What follows belongs to an exercise in optimizing a design on an open flow for a short achievable clock period and few clock cycles; a production flow would make more cautious choices. In this exercise RTL edits were held to simulation tests only and were not proved equivalent to the original.

==> 12-28 <==
// riscv_pipe_top
module riscv_pipe_top (
    input  logic                clk,
    input  logic                rst,
    output logic [32-1:0] imem_addr,
    input  logic [32-1:0] imem_data,
    output logic [32-1:0] dmem_addr,
    output logic                dmem_read,
    output logic                dmem_write,
    output logic [32-1:0] dmem_wdata,
    input  logic [32-1:0] dmem_rdata
);
    localparam int BTB_IDX = 5;            
    localparam int BTB_TAG = 4;
    localparam int BTB_TGT = 12;           
    localparam int BTB_N   = 1 << BTB_IDX;
    localparam logic [6:0] OPC_OP     = 7'b0110011;
    localparam logic [6:0] OPC_OP_IMM = 7'b0010011;
    localparam logic [6:0] OPC_LOAD   = 7'b0000011;
    localparam logic [6:0] OPC_STORE  = 7'b0100011;
    localparam logic [6:0] OPC_BRANCH = 7'b1100011;
    localparam logic [6:0] OPC_LUI    = 7'b0110111;
    logic [31:0]        pc;
    logic               if_id_valid;
    logic [31:0]        if_id_inst;
    logic [31:0]        if_id_pc;
    logic               if_id_pred;       
    logic [31:1]        if_id_ptgt;       
    logic               if_id_hit;        
    logic [1:0]         if_id_cnt;
    logic               id_ex_we;
  ...
Settings: LEC_CHECK=0, ABC_CLOCK_PERIOD_IN_PS=3000, CAP_MARGIN=20, CELL_PAD_IN_SITES_DETAIL_PLACEMENT=2, CELL_PAD_IN_SITES_GLOBAL_PLACEMENT=2, CORE_MARGIN=2, CORE_UTILIZATION=30, SLEW_MARGIN=20, TNS_END_PERCENT=5; clock period 11.0 ns.
standard.sh (not shown) runs the stock make flow with config.mk's settings and CLKGATE_MAP_FILE= SYNTH_SCRIPT=/design/flow/synth_recipe.tcl, a recipe that flattens the netlist after the stock synthesis.
==> flow/flow/run.sh <==
#!/bin/bash
# The standard layout (standard.sh, unchanged synthesis), with repair_timing
# told to keep setup slack well above zero so the achieved period shrinks.
# The make run's full output (every ORFS step's tool output) goes to standard_flow.log;
# each step's own log is also under orfs/logs/.
set -uo pipefail
bash standard.sh SETUP_SLACK_MARGIN=7.0 finish > standard_flow.log 2>&1
==> 01-20 (differences from 12-28) <==
--- a/flow/design.v
+++ b/flow/design.v
@@ -139,21 +139,24 @@
     assign imem_addr = pc;
     assign f_idx     = pc[BTB_IDX+1:2];
     assign f_hit     = (btb_cnt[f_idx] != 2'b00) && (btb_tag[f_idx] == pc[BTB_IDX+BTB_TAG+1:BTB_IDX+2]);
     assign f_cnt     = btb_cnt[f_idx];
     assign f_bpred   = f_hit && f_cnt[1];
     assign f_btgt    = {pc[31:BTB_TGT+1], btb_tgt[f_idx]};
     logic [13:0]  f_lo;
-    logic [31:13] f_hi_dec;
+    logic [31:13] f_hi_dec, f_hi_inc;
     logic         f_sbr;
     logic [31:1]  f_stgt;
-    assign f_sbr    = imem_data[6:0] == OPC_BRANCH && imem_data[31];
+    assign f_sbr    = imem_data[6:0] == OPC_BRANCH &&
+                      (imem_data[31] || (imem_data[12] && imem_data[14:13] != 2'b01));
     assign f_lo     = {1'b0, pc[12:0]} + {1'b0, imem_data[31], imem_data[7], imem_data[30:25], imem_data[11:8], 1'b0};
     assign f_hi_dec = pc[31:13] - 19'd1;
-    assign f_stgt   = {f_lo[13] ? pc[31:13] : f_hi_dec, f_lo[12:1]};
+    assign f_hi_inc = pc[31:13] + 19'd1;
+    assign f_stgt   = {imem_data[31] ? (f_lo[13] ? pc[31:13] : f_hi_dec)
+                                     : (f_lo[13] ? f_hi_inc  : pc[31:13]), f_lo[12:1]};
     assign f_pred   = f_bpred || (!f_hit && f_sbr);
     assign f_tgt    = f_hit ? f_btgt : f_stgt;
     logic [6:0]  d_opc;
     logic [2:0]  d_f3;
     logic [4:0]  d_rs1, d_rs2, d_rd;
     logic        d_is_op, d_is_opi, d_is_load, d_is_store, d_is_br, d_is_lui;
     logic        d_use1, d_use2, d_we;
@@ -415,29 +418,31 @@
     assign dmem_addr  = ex_mem_addr;
     assign dmem_read  = ex_mem_load;
     assign dmem_write = ex_mem_store;
     assign dmem_wdata = ex_mem_sdata;
     logic [BTB_IDX-1:0] u_idx;
     logic [1:0]         u_cnt;
     assign u_idx = ex_mem_pc[BTB_IDX+1:2];
+    logic u_alloc;
+    assign u_alloc = !ex_mem_hit && (ex_mem_cond || ex_mem_pred);
     always_comb begin
-        if (!ex_mem_hit)                              u_cnt = 2'b10;
+        if (!ex_mem_hit)                              u_cnt = ex_mem_cond ? 2'b10 : 2'b01;
         else if (ex_mem_cond && ex_mem_cnt != 2'b11)  u_cnt = ex_mem_cnt + 2'b01;
         else if (!ex_mem_cond && ex_mem_cnt != 2'b01) u_cnt = ex_mem_cnt - 2'b01;
         else                                          u_cnt = ex_mem_cnt;
     end
     always_ff @(posedge clk or posedge rst) begin
         if (rst) begin
             for (int i = 0; i < BTB_N; i++) btb_cnt[i] <= 2'b00;
-        end else if (ex_mem_branch && (ex_mem_hit || ex_mem_cond)) begin
+        end else if (ex_mem_branch && (ex_mem_hit || u_alloc)) begin
             btb_cnt[u_idx] <= u_cnt;
         end
     end
     always_ff @(posedge clk) begin
-        if (ex_mem_branch && ex_mem_cond) begin
+        if (ex_mem_branch && (ex_mem_cond || u_alloc)) begin
             btb_tag[u_idx] <= ex_mem_pc[BTB_IDX+BTB_TAG+1:BTB_IDX+2];
             btb_tgt[u_idx] <= ex_mem_tgt[BTB_TGT:1];
         end
     end
     always_ff @(posedge clk or posedge rst) begin
         if (rst) mem_wb_we <= 1'b0;
         else     mem_wb_we <= ex_mem_we;
==> flow/flow/run.sh (replaced) <==
#!/bin/bash
# The standard layout (standard.sh, unchanged synthesis), with repair_timing
# told to keep setup slack well above zero so the achieved period shrinks.
# The make run's full output (every ORFS step's tool output) goes to standard_flow.log;
# each step's own log is also under orfs/logs/.
set -uo pipefail
bash standard.sh SETUP_SLACK_MARGIN=7.5 finish > standard_flow.log 2>&1
--- a/flow/config.mk
+++ b/flow/config.mk
@@ -8,8 +8,8 @@
 export ABC_CLOCK_PERIOD_IN_PS = 3000
 export CAP_MARGIN = 20
 export CELL_PAD_IN_SITES_DETAIL_PLACEMENT = 2
 export CELL_PAD_IN_SITES_GLOBAL_PLACEMENT = 2
 export CORE_MARGIN = 2
 export CORE_UTILIZATION = 30
 export SLEW_MARGIN = 20
-export TNS_END_PERCENT = 5
+export TNS_END_PERCENT = 100
==> 10-12 (differences from 12-28) <==
--- a/flow/design.v
+++ b/flow/design.v
@@ -130,32 +130,20 @@
     logic [BTB_TAG-1:0] btb_tag [0:BTB_N-1];
     logic [BTB_TGT:1]   btb_tgt [0:BTB_N-1];
     logic [BTB_IDX-1:0] f_idx;
     logic               f_hit;
     logic [1:0]         f_cnt;
     logic               f_pred;
     logic [31:1]        f_tgt;
-    logic               f_bpred;
-    logic [31:1]        f_btgt;
     assign imem_addr = pc;
     assign f_idx     = pc[BTB_IDX+1:2];
     assign f_hit     = (btb_cnt[f_idx] != 2'b00) && (btb_tag[f_idx] == pc[BTB_IDX+BTB_TAG+1:BTB_IDX+2]);
     assign f_cnt     = btb_cnt[f_idx];
-    assign f_bpred   = f_hit && f_cnt[1];
-    assign f_btgt    = {pc[31:BTB_TGT+1], btb_tgt[f_idx]};
-    logic [13:0]  f_lo;
-    logic [31:13] f_hi_dec;
-    logic         f_sbr;
-    logic [31:1]  f_stgt;
-    assign f_sbr    = imem_data[6:0] == OPC_BRANCH && imem_data[31];
-    assign f_lo     = {1'b0, pc[12:0]} + {1'b0, imem_data[31], imem_data[7], imem_data[30:25], imem_data[11:8], 1'b0};
-    assign f_hi_dec = pc[31:13] - 19'd1;
-    assign f_stgt   = {f_lo[13] ? pc[31:13] : f_hi_dec, f_lo[12:1]};
-    assign f_pred   = f_bpred || (!f_hit && f_sbr);
-    assign f_tgt    = f_hit ? f_btgt : f_stgt;
+    assign f_pred    = f_hit && f_cnt[1];
+    assign f_tgt     = {pc[31:BTB_TGT+1], btb_tgt[f_idx]};
     logic [6:0]  d_opc;
     logic [2:0]  d_f3;
     logic [4:0]  d_rs1, d_rs2, d_rd;
     logic        d_is_op, d_is_opi, d_is_load, d_is_store, d_is_br, d_is_lui;
     logic        d_use1, d_use2, d_we;
     logic [31:0] d_imm_i, d_imm_s, d_imm_b, d_imm_u;
     logic [31:0] d_tgt, d_pc4;
@@ -211,33 +199,21 @@
         if (ex_mem_we && ex_mem_rd == d_rs1)      d_v1 = d_mem_val;
         else if (mem_wb_we && mem_wb_rd == d_rs1) d_v1 = mem_wb_val;
         else                                      d_v1 = rf_rs1;
         if (ex_mem_we && ex_mem_rd == d_rs2)      d_v2 = d_mem_val;
         else if (mem_wb_we && mem_wb_rd == d_rs2) d_v2 = mem_wb_val;
         else                                      d_v2 = rf_rs2;
     end
-    logic [31:0] d_za, d_zb, d_n1, d_n2;
+    logic [31:0] d_za, d_zb;
     logic        d_zok, d_zero;
     logic        d_br_z, d_cond_z;
-    logic        d_ld1, d_ld2;
-    assign d_ld1  = ex_mem_we && ex_mem_rd == d_rs1 && ex_mem_load;
-    assign d_ld2  = ex_mem_we && ex_mem_rd == d_rs2 && ex_mem_load;
-    always_comb begin
-        if (ex_mem_we && ex_mem_rd == d_rs1)      d_n1 = ex_mem_res;
-        else if (mem_wb_we && mem_wb_rd == d_rs1) d_n1 = mem_wb_val;
-        else                                      d_n1 = rf_rs1;
-        if (ex_mem_we && ex_mem_rd == d_rs2)      d_n2 = ex_mem_res;
-        else if (mem_wb_we && mem_wb_rd == d_rs2) d_n2 = mem_wb_val;
-        else                                      d_n2 = rf_rs2;
-    end
-    assign d_za   = d_is_lui ? 32'b0 : d_n1;
-    assign d_zb   = d_is_lui ? d_imm_u : d_is_opi ? d_imm_i : d_n2;
+    assign d_za   = d_is_lui ? 32'b0 : d_v1;
+    assign d_zb   = d_is_lui ? d_imm_u : d_is_opi ? d_imm_i : d_v2;
     assign d_zok  = (d_is_lui || (d_is_opi && d_f3 == 3'b000) || (d_is_op && d_f3 == 3'b000 && !if_id_inst[30])) &&
-                    !(d_use1 && d_ex1 && !kill_ex) && !(d_is_op && d_use2 && d_ex2 && !kill_ex) &&
-                    !(d_use1 && d_ld1) && !(d_is_op && d_use2 && d_ld2);
+                    !(d_use1 && d_ex1 && !kill_ex) && !(d_is_op && d_use2 && d_ex2 && !kill_ex);
     assign d_zero = ~|((d_za ^ d_zb) ^ {d_za[30:0] | d_zb[30:0], 1'b0});
     assign d_br_z   = d_is_br && d_f3[2:1] == 2'b00 && id_ex_we && id_ex_zok && !kill_ex &&
                       ((d_rs2 == 5'd0 && d_rs1 == id_ex_rd) || (d_rs1 == 5'd0 && d_rs2 == id_ex_rd));
     assign d_cond_z = id_ex_zero ^ d_f3[0];
     always_comb begin
         id_redirect    = 1'b0;
         id_redirect_pc = d_tgt;
@@ -248,15 +224,15 @@
             id_redirect_pc = d_pc4;
             d_pred         = 1'b0;
         end else if (d_br_z && d_cond_z != if_id_pred) begin
             id_redirect    = 1'b1;                
             id_redirect_pc = d_cond_z ? d_tgt : d_pc4;
             d_pred         = d_cond_z;
             d_tgt_ok       = 1'b1;
-        end else if (d_is_br && !d_br_z && !if_id_hit && !if_id_pred && if_id_inst[31]) begin
+        end else if (d_is_br && !d_br_z && !if_id_hit && if_id_inst[31]) begin
             id_redirect    = 1'b1;                
             d_pred         = 1'b1;
             d_tgt_ok       = 1'b1;
         end
     end
     logic [31:0] x_a, x_b, x_s;
     logic [32:0] x_sum;
==> flow/flow/run.sh (replaced) <==
#!/bin/bash
# The standard layout (standard.sh, unchanged synthesis), with repair_timing
# told to keep setup slack well above zero so the achieved period shrinks.
# The make run's full output (every ORFS step's tool output) goes to standard_flow.log;
# each step's own log is also under orfs/logs/.
set -uo pipefail
bash standard.sh SETUP_SLACK_MARGIN=7.5 finish > standard_flow.log 2>&1
--- a/flow/config.mk
+++ b/flow/config.mk
@@ -8,8 +8,8 @@
 export ABC_CLOCK_PERIOD_IN_PS = 3000
 export CAP_MARGIN = 20
 export CELL_PAD_IN_SITES_DETAIL_PLACEMENT = 2
 export CELL_PAD_IN_SITES_GLOBAL_PLACEMENT = 2
 export CORE_MARGIN = 2
 export CORE_UTILIZATION = 30
 export SLEW_MARGIN = 20
-export TNS_END_PERCENT = 5
+export TNS_END_PERCENT = 100
==> qor.csv <==
metric;value;unit
synth.yosys.seq_area_share;51.7;%
seq_area;53400;um^2
critPathSlowestCell;buf_4;
outcome;timing/DRC/antenna clean;
cp.depth;19;
That was 01-20.
==> qor.csv <==
metric;value;unit
outcome;timing/DRC/antenna clean;
synth.yosys.seq_area_share;51.9;%
netlist_instances;8750;
cp.depth;12;
dieArea;344000;um^2
critPathSlowestCell;nor4_1;
p_sw;0.00790;W
intPower;0.0162;W
powerSeq;0.00931;W
seq_area;53000;um^2
That was 10-12.
==> qor.csv <==
metric;value;unit
outcome;timing/DRC/antenna clean;
ir_worst_vdd;0.000166;V
antenna_found_initial;35;
synth.yosys.seq_area_share;51.4;%
wl_met3;49800;um
endpoint_kind;flop;
placed_area;111000;um^2
seq_area;53300;um^2
cp.depth;17;
critPathSlowestCell;fa_2;
That was 12-28.
Testbench counts of 12-28, summed over its fixed seeds: cycles 101,589.
Testbench counts of 01-20, summed over its fixed seeds: cycles 101,164.
Testbench counts of 10-12, summed over its fixed seeds: cycles 102,292.

port drivers added, routing unchanged:
No port has a modelled driver above. Below, the same layouts with a new extraction and two added sets of constraints.
Step 1: set_driving_cell puts a clkbuf_16 on clk and a buf_2 on each other input, an assumption about the parent block.
Step 2, shift: input delay + t, output delay - t, t = (earliest + latest rising clock arrival at the registers) / 2. This alone moves slack from input paths to output paths.
Three values: ideal, step 1, step 2; two values: the first two.
run	shift t [ns]	setup slack, ns	worst setup path after step 2
12-28	1.015	6.526 / 6.532 / 5.552	input to register
01-20	1.068	6.371 / 6.371 / 5.603	input to register
10-12	1.008	6.501 / 6.509 / 5.540	input to register
After both steps setup and hold are still met in every run listed. For 12-28, which loses most, drivers alone change the setup slack by +0.006 ns; drivers and shift together by -0.974 ns.
